What follows belongs to an exercise in optimizing a design on an open flow for a short achievable clock period and few clock cycles; a production flow would make more cautious choices.
Only simulation tests tie the RTL to the original design; equivalence was not proved.
No activity file was given, so power comes from the tool's default toggle rates.

`flow/config.mk`:
```
export PLATFORM = sky130hd
export DESIGN_NAME = mips_core
export DESIGN_NICKNAME = mips_core
export VERILOG_FILES = /design/flow/design.v
export SDC_FILE = /design/flow/constraint.sdc
export NUM_CORES = 4
export LEC_CHECK = 0
export CAP_MARGIN = 20
export CORE_MARGIN = 2
export CORE_UTILIZATION = 40
export SLEW_MARGIN = 20
```
`flow/constraint.sdc`:
```
create_clock -name core_clock -period 6.5 [get_ports {clk}]
set_input_delay 1.3000 -clock core_clock [delete_from_list [all_inputs] [get_ports {clk}]]
set_output_delay 1.3000 -clock core_clock [all_outputs]
set_load 0.01 [all_outputs]
```
`flow/design.v`:
```
package mips_pkg;
    typedef logic [32-1:0]       word_t;
    typedef logic [5-1:0] reg_addr_t;
    typedef enum logic [5:0] {
        OP_SPECIAL = 6'h00,
        OP_BEQ     = 6'h04,
        OP_BNE     = 6'h05,
        OP_ADDIU   = 6'h09,
        OP_ORI     = 6'h0d,
        OP_LW      = 6'h23,
        OP_SW      = 6'h2b
    } opcode_e;
    typedef enum logic [5:0] {
        F_ADDU = 6'h21,
        F_SUBU = 6'h23,
        F_AND  = 6'h24,
        F_OR   = 6'h25,
        F_XOR  = 6'h26,
        F_SLT  = 6'h2a
    } funct_e;
    typedef struct packed {
        logic [5:0] opcode;
        reg_addr_t  rs;
        reg_addr_t  rt;
        reg_addr_t  rd;
        logic [4:0] shamt;
        logic [5:0] funct;
    } instr_t;
    typedef enum logic [2:0] {
        ALU_ADD,
        ALU_SUB,
        ALU_AND,
        ALU_OR,
        ALU_XOR,
        ALU_SLT
    } alu_op_e;
    typedef struct packed {
        alu_op_e alu_op;
        logic    use_imm;        
        logic    imm_zero_ext;
        logic    gpr_we;
        logic    wa_is_rd;       
        logic    mem_read;
        logic    mem_write;
        logic    branch;
        logic    branch_ne;
    } ctrl_t;
    typedef enum logic [1:0] {
        FWD_REG,
        FWD_MEM,
        FWD_WB
    } fwd_sel_e;
    function automatic word_t fwd_select(fwd_sel_e sel, word_t reg_val, word_t mem_val,
                                         word_t wb_val);
        word_t val;
        case (sel)
            mips_pkg::FWD_MEM: val = mem_val;
            mips_pkg::FWD_WB:  val = wb_val;
            default: val = reg_val;
        endcase
        fwd_select = val;
    endfunction
endpackage
`timescale 1ns/1ns
module fetch_stage (
    input  logic             clk,
    input  logic             rst,
    input  logic             stall_i,
    input  logic             branch_taken_i,
    input  mips_pkg::word_t  branch_target_i,
    output mips_pkg::word_t  iport_addr_o,
    input  mips_pkg::word_t  iport_data_i,
    output mips_pkg::instr_t id_instr_o,
    output mips_pkg::word_t  id_pc4_o
);
    mips_pkg::word_t pc;
    mips_pkg::word_t pc4;
    mips_pkg::word_t pc_next;
    assign pc4          = pc + mips_pkg::word_t'(4);
    assign pc_next      = branch_taken_i ? branch_target_i : pc4;
    assign iport_addr_o = pc;
    always_ff @(posedge clk) begin
        if (rst) begin
            pc         <= 32'h0000_0000;
            id_instr_o <= '0;                
        end else if (!stall_i) begin
            pc         <= pc_next;
            id_instr_o <= iport_data_i;
            id_pc4_o   <= pc4;
        end
    end
endmodule
`timescale 1ns/1ns
module control_decoder (
    input  mips_pkg::instr_t instr_i,
    output mips_pkg::ctrl_t  ctrl_o
);
    always_comb begin
        ctrl_o = '0;
        case (instr_i.opcode)
            mips_pkg::OP_SPECIAL: begin
                ctrl_o.gpr_we   = 1'b1;
                ctrl_o.wa_is_rd = 1'b1;
                case (instr_i.funct)
                    mips_pkg::F_ADDU:  ctrl_o.alu_op = mips_pkg::ALU_ADD;
                    mips_pkg::F_SUBU:  ctrl_o.alu_op = mips_pkg::ALU_SUB;
                    mips_pkg::F_AND:   ctrl_o.alu_op = mips_pkg::ALU_AND;
                    mips_pkg::F_OR:    ctrl_o.alu_op = mips_pkg::ALU_OR;
                    mips_pkg::F_XOR:   ctrl_o.alu_op = mips_pkg::ALU_XOR;
                    mips_pkg::F_SLT:   ctrl_o.alu_op = mips_pkg::ALU_SLT;
                    default: ctrl_o = '0;            
                endcase
            end
            mips_pkg::OP_ADDIU: begin
                ctrl_o.use_imm = 1'b1;
                ctrl_o.gpr_we  = 1'b1;
            end
            mips_pkg::OP_ORI: begin
                ctrl_o.alu_op       = mips_pkg::ALU_OR;
                ctrl_o.use_imm      = 1'b1;
                ctrl_o.imm_zero_ext = 1'b1;
                ctrl_o.gpr_we       = 1'b1;
            end
            mips_pkg::OP_LW: begin
                ctrl_o.use_imm  = 1'b1;
                ctrl_o.gpr_we   = 1'b1;
                ctrl_o.mem_read = 1'b1;
            end
            mips_pkg::OP_SW: begin
                ctrl_o.use_imm   = 1'b1;
                ctrl_o.mem_write = 1'b1;
            end
            mips_pkg::OP_BEQ:  ctrl_o.branch = 1'b1;
            mips_pkg::OP_BNE: begin
                ctrl_o.branch    = 1'b1;
                ctrl_o.branch_ne = 1'b1;
            end
            default: ctrl_o = '0;
        endcase
    end
endmodule
`timescale 1ns/1ns
module gpr_file (
    input  logic                clk,
    input  mips_pkg::reg_addr_t ra_a_i,
    input  mips_pkg::reg_addr_t ra_b_i,
    output mips_pkg::word_t     rd_a_o,
    output mips_pkg::word_t     rd_b_o,
    input  mips_pkg::reg_addr_t wa_i,
    input  logic                we_i,
    input  mips_pkg::word_t     wd_i
);
    mips_pkg::word_t regs [32];
    always_ff @(posedge clk) begin
        if (we_i && wa_i != '0) begin
            regs[wa_i] <= wd_i;
        end
    end
    assign rd_a_o = (ra_a_i == '0) ? '0 : (we_i && wa_i == ra_a_i) ? wd_i : regs[ra_a_i];
    assign rd_b_o = (ra_b_i == '0) ? '0 : (we_i && wa_i == ra_b_i) ? wd_i : regs[ra_b_i];
endmodule
`timescale 1ns/1ns
module decode_stage (
    input  logic                clk,
    input  logic                rst,
    input  mips_pkg::instr_t    instr_i,
    input  mips_pkg::word_t     pc4_i,
    input  logic                stall_i,
    input  mips_pkg::fwd_sel_e  fwd_rs_i,
    input  mips_pkg::fwd_sel_e  fwd_rt_i,
    input  mips_pkg::word_t     mem_result_i,
    input  mips_pkg::reg_addr_t wb_wa_i,
    input  logic                wb_we_i,
    input  mips_pkg::word_t     wb_data_i,
    output mips_pkg::reg_addr_t rs_o,
    output mips_pkg::reg_addr_t rt_o,
    output logic                branch_o,
    output logic                branch_taken_o,
    output mips_pkg::word_t     branch_target_o,
    output mips_pkg::ctrl_t     ex_ctrl_o,
    output mips_pkg::word_t     ex_rs_val_o,
    output mips_pkg::word_t     ex_rt_val_o,
    output mips_pkg::reg_addr_t ex_rs_o,
    output mips_pkg::reg_addr_t ex_rt_o,
    output mips_pkg::reg_addr_t ex_rd_o,
    output logic [15:0]         ex_imm_o
);
    mips_pkg::ctrl_t       ctrl;
    mips_pkg::word_t       gpr_rs;
    mips_pkg::word_t       gpr_rt;
    mips_pkg::word_t       rs_val;
    mips_pkg::word_t       rt_val;
    logic [15:0] imm;
    assign rs_o = instr_i.rs;
    assign rt_o = instr_i.rt;
    assign imm  = instr_i[15:0];
    control_decoder i_control_decoder (
        .instr_i (instr_i),
        .ctrl_o  (ctrl)
    );
    gpr_file i_gpr_file (
        .clk    (clk),
        .ra_a_i (instr_i.rs),
        .ra_b_i (instr_i.rt),
        .rd_a_o (gpr_rs),
        .rd_b_o (gpr_rt),
        .wa_i   (wb_wa_i),
        .we_i   (wb_we_i),
        .wd_i   (wb_data_i)
    );
    assign rs_val = mips_pkg::fwd_select(fwd_rs_i, gpr_rs, mem_result_i, wb_data_i);
    assign rt_val = mips_pkg::fwd_select(fwd_rt_i, gpr_rt, mem_result_i, wb_data_i);
    assign branch_o        = ctrl.branch;
    assign branch_taken_o  = ctrl.branch && ((rs_val == rt_val) != ctrl.branch_ne);
    assign branch_target_o = pc4_i + {{(32-18){imm[15]}}, imm, 2'b00};
    always_ff @(posedge clk) begin
        ex_rs_val_o <= rs_val;
        ex_rt_val_o <= rt_val;
        ex_rd_o     <= instr_i.rd;
        ex_imm_o    <= imm;
        if (rst || stall_i) begin
            ex_ctrl_o <= '0;         
            ex_rs_o   <= '0;
            ex_rt_o   <= '0;
        end else begin
            ex_ctrl_o <= ctrl;
            ex_rs_o   <= instr_i.rs;
            ex_rt_o   <= instr_i.rt;
        end
    end
endmodule
`timescale 1ns/1ns
module execute_stage (
    input  logic                clk,
    input  logic                rst,
    input  mips_pkg::ctrl_t     ctrl_i,
    input  mips_pkg::word_t     rs_val_i,
    input  mips_pkg::word_t     rt_val_i,
    input  mips_pkg::reg_addr_t rs_i,
    input  mips_pkg::reg_addr_t rt_i,
    input  mips_pkg::reg_addr_t rd_i,
    input  logic [15:0]         imm_i,
    input  mips_pkg::fwd_sel_e  fwd_rs_i,
    input  mips_pkg::fwd_sel_e  fwd_rt_i,
    input  mips_pkg::word_t     mem_fwd_i,       
    input  mips_pkg::word_t     wb_fwd_i,        
    output mips_pkg::reg_addr_t ex_wa_o,         
    output logic                ex_we_o,
    output logic                ex_mem_read_o,
    output mips_pkg::ctrl_t     mem_ctrl_o,
    output mips_pkg::word_t     mem_result_o,
    output mips_pkg::word_t     mem_store_o
);
    mips_pkg::word_t op_a;
    mips_pkg::word_t rt_fwd;        
    mips_pkg::word_t op_b;
    mips_pkg::word_t imm_ext;
    mips_pkg::word_t alu_out;
    assign op_a   = mips_pkg::fwd_select(fwd_rs_i, rs_val_i, mem_fwd_i, wb_fwd_i);
    assign rt_fwd = mips_pkg::fwd_select(fwd_rt_i, rt_val_i, mem_fwd_i, wb_fwd_i);
    assign imm_ext = ctrl_i.imm_zero_ext ? {{(32-16){1'b0}}, imm_i}
                                         : {{(32-16){imm_i[15]}}, imm_i};
    assign op_b    = ctrl_i.use_imm ? imm_ext : rt_fwd;
    always_comb begin
        case (ctrl_i.alu_op)
            mips_pkg::ALU_SUB: alu_out = op_a - op_b;
            mips_pkg::ALU_AND: alu_out = op_a & op_b;
            mips_pkg::ALU_OR:  alu_out = op_a | op_b;
            mips_pkg::ALU_XOR: alu_out = op_a ^ op_b;
            mips_pkg::ALU_SLT: alu_out = mips_pkg::word_t'($signed(op_a) < $signed(op_b));
            default: alu_out = op_a + op_b;          
        endcase
    end
    assign ex_wa_o = ctrl_i.wa_is_rd ? rd_i : rt_i;
    assign ex_we_o = ctrl_i.gpr_we;
    assign ex_mem_read_o = ctrl_i.mem_read;
    always_ff @(posedge clk) begin
        mem_result_o <= alu_out;
        mem_store_o  <= rt_fwd;
        if (rst) begin
            mem_ctrl_o <= '0;
        end else begin
            mem_ctrl_o <= ctrl_i;
        end
    end
endmodule
`timescale 1ns/1ns
module memory_stage (
    input  logic            clk,
    input  logic            rst,
    input  mips_pkg::ctrl_t ctrl_i,
    input  mips_pkg::word_t result_i,
    input  mips_pkg::word_t store_i,
    output mips_pkg::word_t dport_addr_o,
    output mips_pkg::word_t dport_wdata_o,
    output logic            dport_we_o,
    output logic            dport_re_o,
    input  mips_pkg::word_t dport_rdata_i,
    input  mips_pkg::reg_addr_t ex_wa_i,
    output mips_pkg::reg_addr_t mem_wa_o,
    output logic            mem_we_o,
    output logic            mem_mem_read_o,
    output mips_pkg::word_t mem_result_o,      
    output mips_pkg::reg_addr_t wb_wa_o,
    output logic            wb_we_o,
    output mips_pkg::word_t wb_data_o
);
    mips_pkg::reg_addr_t mem_wa;       
    mips_pkg::reg_addr_t wb_wa;
    logic      wb_we;
    mips_pkg::word_t     wb_data;
    assign dport_addr_o  = result_i;
    assign dport_wdata_o = store_i;
    assign dport_we_o    = ctrl_i.mem_write;
    assign dport_re_o    = ctrl_i.mem_read;
    assign mem_wa_o = mem_wa;
    assign mem_we_o = ctrl_i.gpr_we;
    assign mem_mem_read_o = ctrl_i.mem_read;
    assign mem_result_o = result_i;
    always_ff @(posedge clk) begin
        mem_wa  <= ex_wa_i;
        wb_wa   <= mem_wa;
        wb_data <= ctrl_i.mem_read ? dport_rdata_i : result_i;
        wb_we   <= rst ? 1'b0 : ctrl_i.gpr_we;
    end
    assign wb_wa_o = wb_wa;
    assign wb_we_o = wb_we;
    assign wb_data_o = wb_data;
endmodule
`timescale 1ns/1ns
module hazard_unit (
    input  mips_pkg::reg_addr_t ex_wa_i,
    input  logic                ex_we_i,
    input  logic                ex_mem_read_i,
    input  mips_pkg::reg_addr_t mem_wa_i,
    input  logic                mem_we_i,
    input  logic                mem_mem_read_i,
    input  mips_pkg::reg_addr_t wb_wa_i,
    input  logic                wb_we_i,
    input  mips_pkg::reg_addr_t id_rs_i,
    input  mips_pkg::reg_addr_t id_rt_i,
    input  logic                id_branch_i,
    input  mips_pkg::reg_addr_t ex_rs_i,
    input  mips_pkg::reg_addr_t ex_rt_i,
    output mips_pkg::fwd_sel_e  fwd_id_rs_o,
    output mips_pkg::fwd_sel_e  fwd_id_rt_o,
    output mips_pkg::fwd_sel_e  fwd_ex_rs_o,
    output mips_pkg::fwd_sel_e  fwd_ex_rt_o,
    output logic                stall_o
);
    logic mem_id_en;
    logic load_use;
    logic branch_ex;
    logic branch_ld;
    function automatic mips_pkg::fwd_sel_e pick(mips_pkg::reg_addr_t src, logic mem_en,
                                                mips_pkg::reg_addr_t mem_wa, logic wb_we,
                                                mips_pkg::reg_addr_t wb_wa);
        mips_pkg::fwd_sel_e sel;
        sel = mips_pkg::FWD_REG;
        if (src != '0 && wb_we && wb_wa == src) sel = mips_pkg::FWD_WB;
        if (src != '0 && mem_en && mem_wa == src) sel = mips_pkg::FWD_MEM;
        pick = sel;
    endfunction
    function automatic logic id_reads(mips_pkg::reg_addr_t wa, mips_pkg::reg_addr_t rs,
                                      mips_pkg::reg_addr_t rt);
        id_reads = wa != '0 && (wa == rs || wa == rt);
    endfunction
    assign mem_id_en = mem_we_i && !mem_mem_read_i;
    assign fwd_id_rs_o = pick(id_rs_i, mem_id_en, mem_wa_i, wb_we_i, wb_wa_i);
    assign fwd_id_rt_o = pick(id_rt_i, mem_id_en, mem_wa_i, wb_we_i, wb_wa_i);
    assign fwd_ex_rs_o = pick(ex_rs_i, mem_we_i, mem_wa_i, wb_we_i, wb_wa_i);
    assign fwd_ex_rt_o = pick(ex_rt_i, mem_we_i, mem_wa_i, wb_we_i, wb_wa_i);
    assign load_use  = ex_mem_read_i && id_reads(ex_wa_i, id_rs_i, id_rt_i);
    assign branch_ex = id_branch_i && ex_we_i && id_reads(ex_wa_i, id_rs_i, id_rt_i);
    assign branch_ld = id_branch_i && mem_mem_read_i && id_reads(mem_wa_i, id_rs_i, id_rt_i);
    assign stall_o   = load_use || branch_ex || branch_ld;
endmodule
`timescale 1ns/1ns
module mips_core (
    input  logic            clk,
    input  logic            rst,
    output mips_pkg::word_t iport_addr_o,
    input  mips_pkg::word_t iport_data_i,
    output mips_pkg::word_t dport_addr_o,
    output mips_pkg::word_t dport_wdata_o,
    output logic            dport_we_o,
    output logic            dport_re_o,
    input  mips_pkg::word_t dport_rdata_i
);
    mips_pkg::instr_t    id_instr;
    mips_pkg::word_t     id_pc4;
    logic      stall;
    logic      branch_taken;
    mips_pkg::word_t     branch_target;
    mips_pkg::reg_addr_t id_rs;
    mips_pkg::reg_addr_t id_rt;
    logic      id_branch;
    mips_pkg::fwd_sel_e  fwd_id_rs;
    mips_pkg::fwd_sel_e  fwd_id_rt;
    mips_pkg::fwd_sel_e  fwd_ex_rs;
    mips_pkg::fwd_sel_e  fwd_ex_rt;
    mips_pkg::ctrl_t     ex_ctrl;
    mips_pkg::word_t     ex_rs_val;
    mips_pkg::word_t     ex_rt_val;
    mips_pkg::reg_addr_t ex_rs;
    mips_pkg::reg_addr_t ex_rt;
    mips_pkg::reg_addr_t ex_rd;
    logic [15:0] ex_imm;
    mips_pkg::ctrl_t     mem_ctrl;
    mips_pkg::word_t     mem_result;
    mips_pkg::word_t     mem_store;
    mips_pkg::reg_addr_t ex_wa;
    logic      ex_we;
    logic      ex_mem_read;
    mips_pkg::reg_addr_t mem_wa;
    logic      mem_we;
    logic      mem_mem_read;
    mips_pkg::word_t     mem_fwd;
    mips_pkg::reg_addr_t wb_wa;
    logic      wb_we;
    mips_pkg::word_t     wb_data;
    fetch_stage i_fetch_stage (
        .clk             (clk),
        .rst             (rst),
        .stall_i         (stall),
        .branch_taken_i  (branch_taken),
        .branch_target_i (branch_target),
        .iport_addr_o    (iport_addr_o),
        .iport_data_i    (iport_data_i),
        .id_instr_o      (id_instr),
        .id_pc4_o        (id_pc4)
    );
    decode_stage i_decode_stage (
        .clk             (clk),
        .rst             (rst),
        .instr_i         (id_instr),
        .pc4_i           (id_pc4),
        .stall_i         (stall),
        .fwd_rs_i        (fwd_id_rs),
        .fwd_rt_i        (fwd_id_rt),
        .mem_result_i    (mem_fwd),
        .wb_wa_i         (wb_wa),
        .wb_we_i         (wb_we),
        .wb_data_i       (wb_data),
        .rs_o            (id_rs),
        .rt_o            (id_rt),
        .branch_o        (id_branch),
        .branch_taken_o  (branch_taken),
        .branch_target_o (branch_target),
        .ex_ctrl_o       (ex_ctrl),
        .ex_rs_val_o     (ex_rs_val),
        .ex_rt_val_o     (ex_rt_val),
        .ex_rs_o         (ex_rs),
        .ex_rt_o         (ex_rt),
        .ex_rd_o         (ex_rd),
        .ex_imm_o        (ex_imm)
    );
    execute_stage i_execute_stage (
        .clk          (clk),
        .rst          (rst),
        .ctrl_i       (ex_ctrl),
        .rs_val_i     (ex_rs_val),
        .rt_val_i     (ex_rt_val),
        .rs_i         (ex_rs),
        .rt_i         (ex_rt),
        .rd_i         (ex_rd),
        .imm_i        (ex_imm),
        .fwd_rs_i     (fwd_ex_rs),
        .fwd_rt_i     (fwd_ex_rt),
        .mem_fwd_i    (mem_fwd),
        .wb_fwd_i     (wb_data),
        .ex_wa_o      (ex_wa),
        .ex_we_o      (ex_we),
        .ex_mem_read_o(ex_mem_read),
        .mem_ctrl_o   (mem_ctrl),
        .mem_result_o (mem_result),
        .mem_store_o  (mem_store)
    );
    memory_stage i_memory_stage (
        .clk           (clk),
        .rst           (rst),
        .ctrl_i        (mem_ctrl),
        .result_i      (mem_result),
        .store_i       (mem_store),
        .dport_addr_o  (dport_addr_o),
        .dport_wdata_o (dport_wdata_o),
        .dport_we_o    (dport_we_o),
        .dport_re_o    (dport_re_o),
        .dport_rdata_i (dport_rdata_i),
        .ex_wa_i       (ex_wa),
        .mem_wa_o      (mem_wa),
        .mem_we_o      (mem_we),
        .mem_mem_read_o(mem_mem_read),
        .mem_result_o  (mem_fwd),
        .wb_wa_o       (wb_wa),
        .wb_we_o       (wb_we),
        .wb_data_o     (wb_data)
    );
    hazard_unit i_hazard_unit (
        .ex_wa_i        (ex_wa),
        .ex_we_i        (ex_we),
        .ex_mem_read_i  (ex_mem_read),
        .mem_wa_i       (mem_wa),
        .mem_we_i       (mem_we),
        .mem_mem_read_i (mem_mem_read),
        .wb_wa_i        (wb_wa),
        .wb_we_i        (wb_we),
        .id_rs_i     (id_rs),
        .id_rt_i     (id_rt),
        .id_branch_i (id_branch),
        .ex_rs_i     (ex_rs),
        .ex_rt_i     (ex_rt),
        .fwd_id_rs_o (fwd_id_rs),
        .fwd_id_rt_o (fwd_id_rt),
        .fwd_ex_rs_o (fwd_ex_rs),
        .fwd_ex_rt_o (fwd_ex_rt),
        .stall_o     (stall)
    );
endmodule
```
`flow/run.sh`:
```
#!/bin/bash
# synth_recipe.tcl (not shown) runs the flow's synth.tcl, then flattens the netlist and writes it again
# the make line also repeats each setting of config.mk as NAME=value (left out here)
make -C /OpenROAD-flow-scripts/flow DESIGN_CONFIG=/design/flow/config.mk WORK_HOME=/design/flow/orfs CLKGATE_MAP_FILE= SYNTH_SCRIPT=/design/flow/synth_recipe.tcl finish
```
==> summary.txt <==
-- flip-flops by register name, indices dropped and copies added, names as in the netlist, 9 cells and up, named ones only --
| name | count |
|---|---|
| i_decode_stage.ex_rt_val_o | 32 |
| i_fetch_stage.id_instr_o | 32 |
| i_execute_stage.mem_result_o | 32 |
| i_decode_stage.ex_ctrl_o | 9 |
| i_fetch_stage.id_pc4_o | 32 |
| i_decode_stage.i_gpr_file.regs | 1024 |
| i_execute_stage.mem_store_o | 32 |
| i_memory_stage.wb_data | 32 |
| i_fetch_stage.pc | 32 |
| i_decode_stage.ex_rs_val_o | 32 |
| i_decode_stage.ex_imm_o | 11 |
-- report_power, final --
part / internal, uW / switching (uW) / leakage (uW)
sequential: 10600 / 648 / 0.0119
combinational: 1690 / 3230 / 0.0115
clock: 4880 / 3590 / 0.00237
-- synthesized netlist by cell type (45+ instances only) --
cell      number
a21oi_1      285
nor2_1       238
nor2b_1       46
xor2_1        45
inv_1        145
ha_1         126
nand2_1      305
dfxtp_1      283
nor3_1        74
xnor2_1       85
mux4_2       479
a22oi_1       96
o22ai_1       74
clkbuf_1     190
edfxtp_1    1056
buf_2         50
mux2i_1      261
nand3_1       75
o21ai_0      159
-- metal layers --
layer	vias up	global-route usage [%]	part of all wire (%)
li1	19400	-	-
met3	452	4.51	8.8
met2	2455	41.8	46
met5	-	0	0.015
met1	23900	36.1	40
met4	6	11.5	4.8
-- cell families after synthesis --
logic type / count (synthesis) / share of synthesized area, %
DFF: 1339 / 55.5
AOI/OAI and AO/OA: 984 / 9.60
and+or+nand+nor: 940 / 6.60
muxes: 780 / 20.6
buffers and inverters: 491 / 3.56
xor gates and xnor gates: 130 / 1.69
adders and majority gates: 129 / 2.43
other: 1 / 0.00557
-- cell type report --
| cell class | count | share of cell area [%] |
|---|---|---|
| diodes | 5 | 0.0162 |
| clock buffers | 200 | 5.30 |
| clock inverters | 70 | 1.02 |
| inverters | 150 | 0.730 |
| multi-input cells | 2995 | 36.3 |
| flip-flops and latches | 1339 | 48.5 |
| well taps | 2204 | 3.58 |
| repair buffers | 380 | 4.56 |
-- path summary, 6_finish.rpt --
kind | startpoint | end
min reg2reg | i_fetch_stage.id_instr_o[11] | i_decode_stage.ex_rd_o[0]
max | i_fetch_stage.id_instr_o[17] | i_fetch_stage.pc[25]
min | i_fetch_stage.id_instr_o[11] | i_decode_stage.ex_rd_o[0]
max reg2reg | i_fetch_stage.id_instr_o[17] | i_fetch_stage.pc[25]
-- worst register-to-register path: stages, from the launching register on --
cell and delay, ns:
dfxtp_1 0.60, xor2_1 0.15, nor4_2 0.89, o211ai_1 0.61
buf_4 0.38, o221ai_1 0.20, a21oi_1 0.11, xor2_1 0.21
nor4_1 0.53, nand4_1 0.24, nor4_1 0.47, buf_4 0.23
a21oi_1 0.07, o21a_2 0.31, buf_12 0.20, and2_1 0.23
o311a_1 0.34
-- through the flow --
stage / instance area, sq um / std cells
finish: 77100 / 7343
floorplan: 67400 / 4825
CTS: 77100 / 7338
global placement: 72200 / 7067
global route: 77100 / 7339
detailed placement: 72200 / 7068
==> results.py <==
metrics = {
    "sta": {
        "worst_hold_slack_ns": 0.380,
        "final.min_clock_period_ns": 5.89,
        "fmax_mhz": 170,
        "finalHoldViolations": 0,
        "slew_violations": 0,
        "setup_viol": 0,
        "tns_ns": 0,
        "fin_skew_ns": 0.0522,
        "setup_ws_ns": 0.614,
        "rsz0062_at_grt": "false",
        "slew_headroom_pct": 24.0,
        "max_slew.worst_pin.slew_ns": 1.14,
        "finalCritPeriodShare_pct": 90.5,
    },
    "clock_network": {
        "post_cts_resized": 0,
        "post_cts.repair.setup_buffers": 0,
        "h-tree-depth": 4,
        "tritoncts": "yes",
        "cts.path.max_buffers": 3,
        "clk_latency_ns": 0.80,
        "cts_buffers": 147,
        "path_clk_slew_ns": 0.06,
        "postCtsHoldBufs": 0,
        "cts_sinks": 1339,
        "ctsRootBufferMaster": "clkbuf_16",
    },
    "die": {
        "die_w_microns": 414,
        "rows": 150,
        "start_util_pct": 40.3,
        "core_sq_mm": 0.167,
        "dieHeight_microns": 414,
        "die_area_sq_mm": 0.172,
        "io_pins": 164,
    },
    "setup_path": {
        "critPathMaxStageDelay_ns": 0.89,
        "arrival_ns": 6.56,
        "crit_cells": 16,
        "crit_type": "reg -> reg",
        "worst-endpoint-required_ns": 7.18,
        "crit_family": "simple AND/OR/NAND/NOR gates",
        "ff2ff_setup_slack_ns": 0.61,
        "path_buf_inv": 3,
        "path_cells": "xor2_1 > nor4_2 > o211ai_1 > buf_4 > o221ai_1 > a21oi_1 > xor2_1 > nor4_1 > nand4_1 > nor4_1 > buf_4 > a21oi_1 > o21a_2 > buf_12 > and2_1 > o311a_1",
        "setup.worst_path.start_class": "flop",
        "crit_path_top_delay_cell": "nor4_2",
        "crit_fanout": 20,
        "cp-end-kind": "flop",
        "rr_worst_depth": 16,
    },
    "route": {
        "avgRoutedWirePerCell_microns": 31.5,
        "firstDrtPassIters": 6,
        "remaining_drc_errors": 0,
        "vias": 46200,
        "wirelength_microns": 231000,
        "viasPerCell": 6.29,
        "drtIter0Drc": 6301,
        "ant_nets": 0,
    },
    "cells_and_area": {
        "area_growth_pct": 14.5,
        "multi_input_area_sq_mm": 0.0280,
        "ff_latch_area_sq_mm": 0.0374,
        "drive_gt1_share_pct": 20.4,
        "final_util_pct": 46.1,
        "nFillCells": 14600,
        "layout_common_cells": "edfxtp_1 (1056), mux4_2 (479), nand2_1 (305), a21oi_1 (284), dfxtp_1 (269)",
        "layout_commonest_cell": "edfxtp_1",
        "fin_nets": 5208,
    },
    "power": {
        "leakage_uw": 0.0258,
        "peakVddDrop_mv": 0.259,
        "power_density_mw_per_mm2": 320,
        "p_total_uw": 24700,
    },
    "synth": {
        "avgSynthCellArea_sq_um": 14.0,
        "ys_ff_latch": 1339,
        "ys_types": 92,
        "netlist_area_sq_mm": 0.0673,
        "synthCells": 4794,
        "async_reset_ff_share_pct": 0,
        "synth_top_area_share_pct": 47.1,
        "yosysSeqAreaShare_pct": 55.5,
        "yosysTopAreaCell": "edfxtp_1",
        "ys.flop_type": "edfxtp_1",
        "yosysWarnings": 7,
        "netlist_top_cells_area": "edfxtp_1 (47%), mux4_2 (16%), dfxtp_1 (8.4%), mux2i_1 (3.9%), ha_1 (2.3%)",
        "synth_edf_count": 1056,
    },
    "grt": {
        "grt_max_degree": 73,
        "grt_pass1_wl_microns": 329000,
        "grt_pass1_vias": 45300,
        "overflow": 0,
        "antenna_found_initial": 7,
        "track_usage_pct": 26.5,
    },
    "placement": {
        "numPortBuffers": 163,
        "gp_congestion": 0.947,
        "place_hpwl_microns": 152000,
        "post-place-ws_ns": 0.815,
    },
    "job": {
        "max_cap_viol_count": 0,
    },
    "min_path": {
        "hold_path_class": "reg -> reg",
        "hold_path_depth": 0,
    },
    "run_status": {
        "status": "finished clean",
    },
}
Testbench counts, summed over its fixed seeds: cycles 78,012.

what the ideal ports hide:
The results above use ideal ports. As a check the final layout listed here was re-extracted and re-timed, cells and wires unchanged.
Step 1 assumes that a clkbuf_16 drives the clock port and a buf_2 every other input.
Step 2 adds t to the input delays and takes it off the output delays; t is the mean of the earliest and latest rising clock arrival at the registers after step 1. Input paths then give back, and output paths get back, about the clock's delay inside the block.
Slacks: no drivers / after step 1 / after step 2; pairs: no drivers / after step 1.
shift t [ns]: 0.856
slack for setup (ns): 0.614 / 0.614 / 0.614
worst setup path after step 2: register to register
latest minus earliest clock arrival (ns): 0.053 / 0.052
After both steps this run still meets setup and hold. The setup slack of this run moves by 0.000 ns with the drivers and by 0.000 ns with both steps.
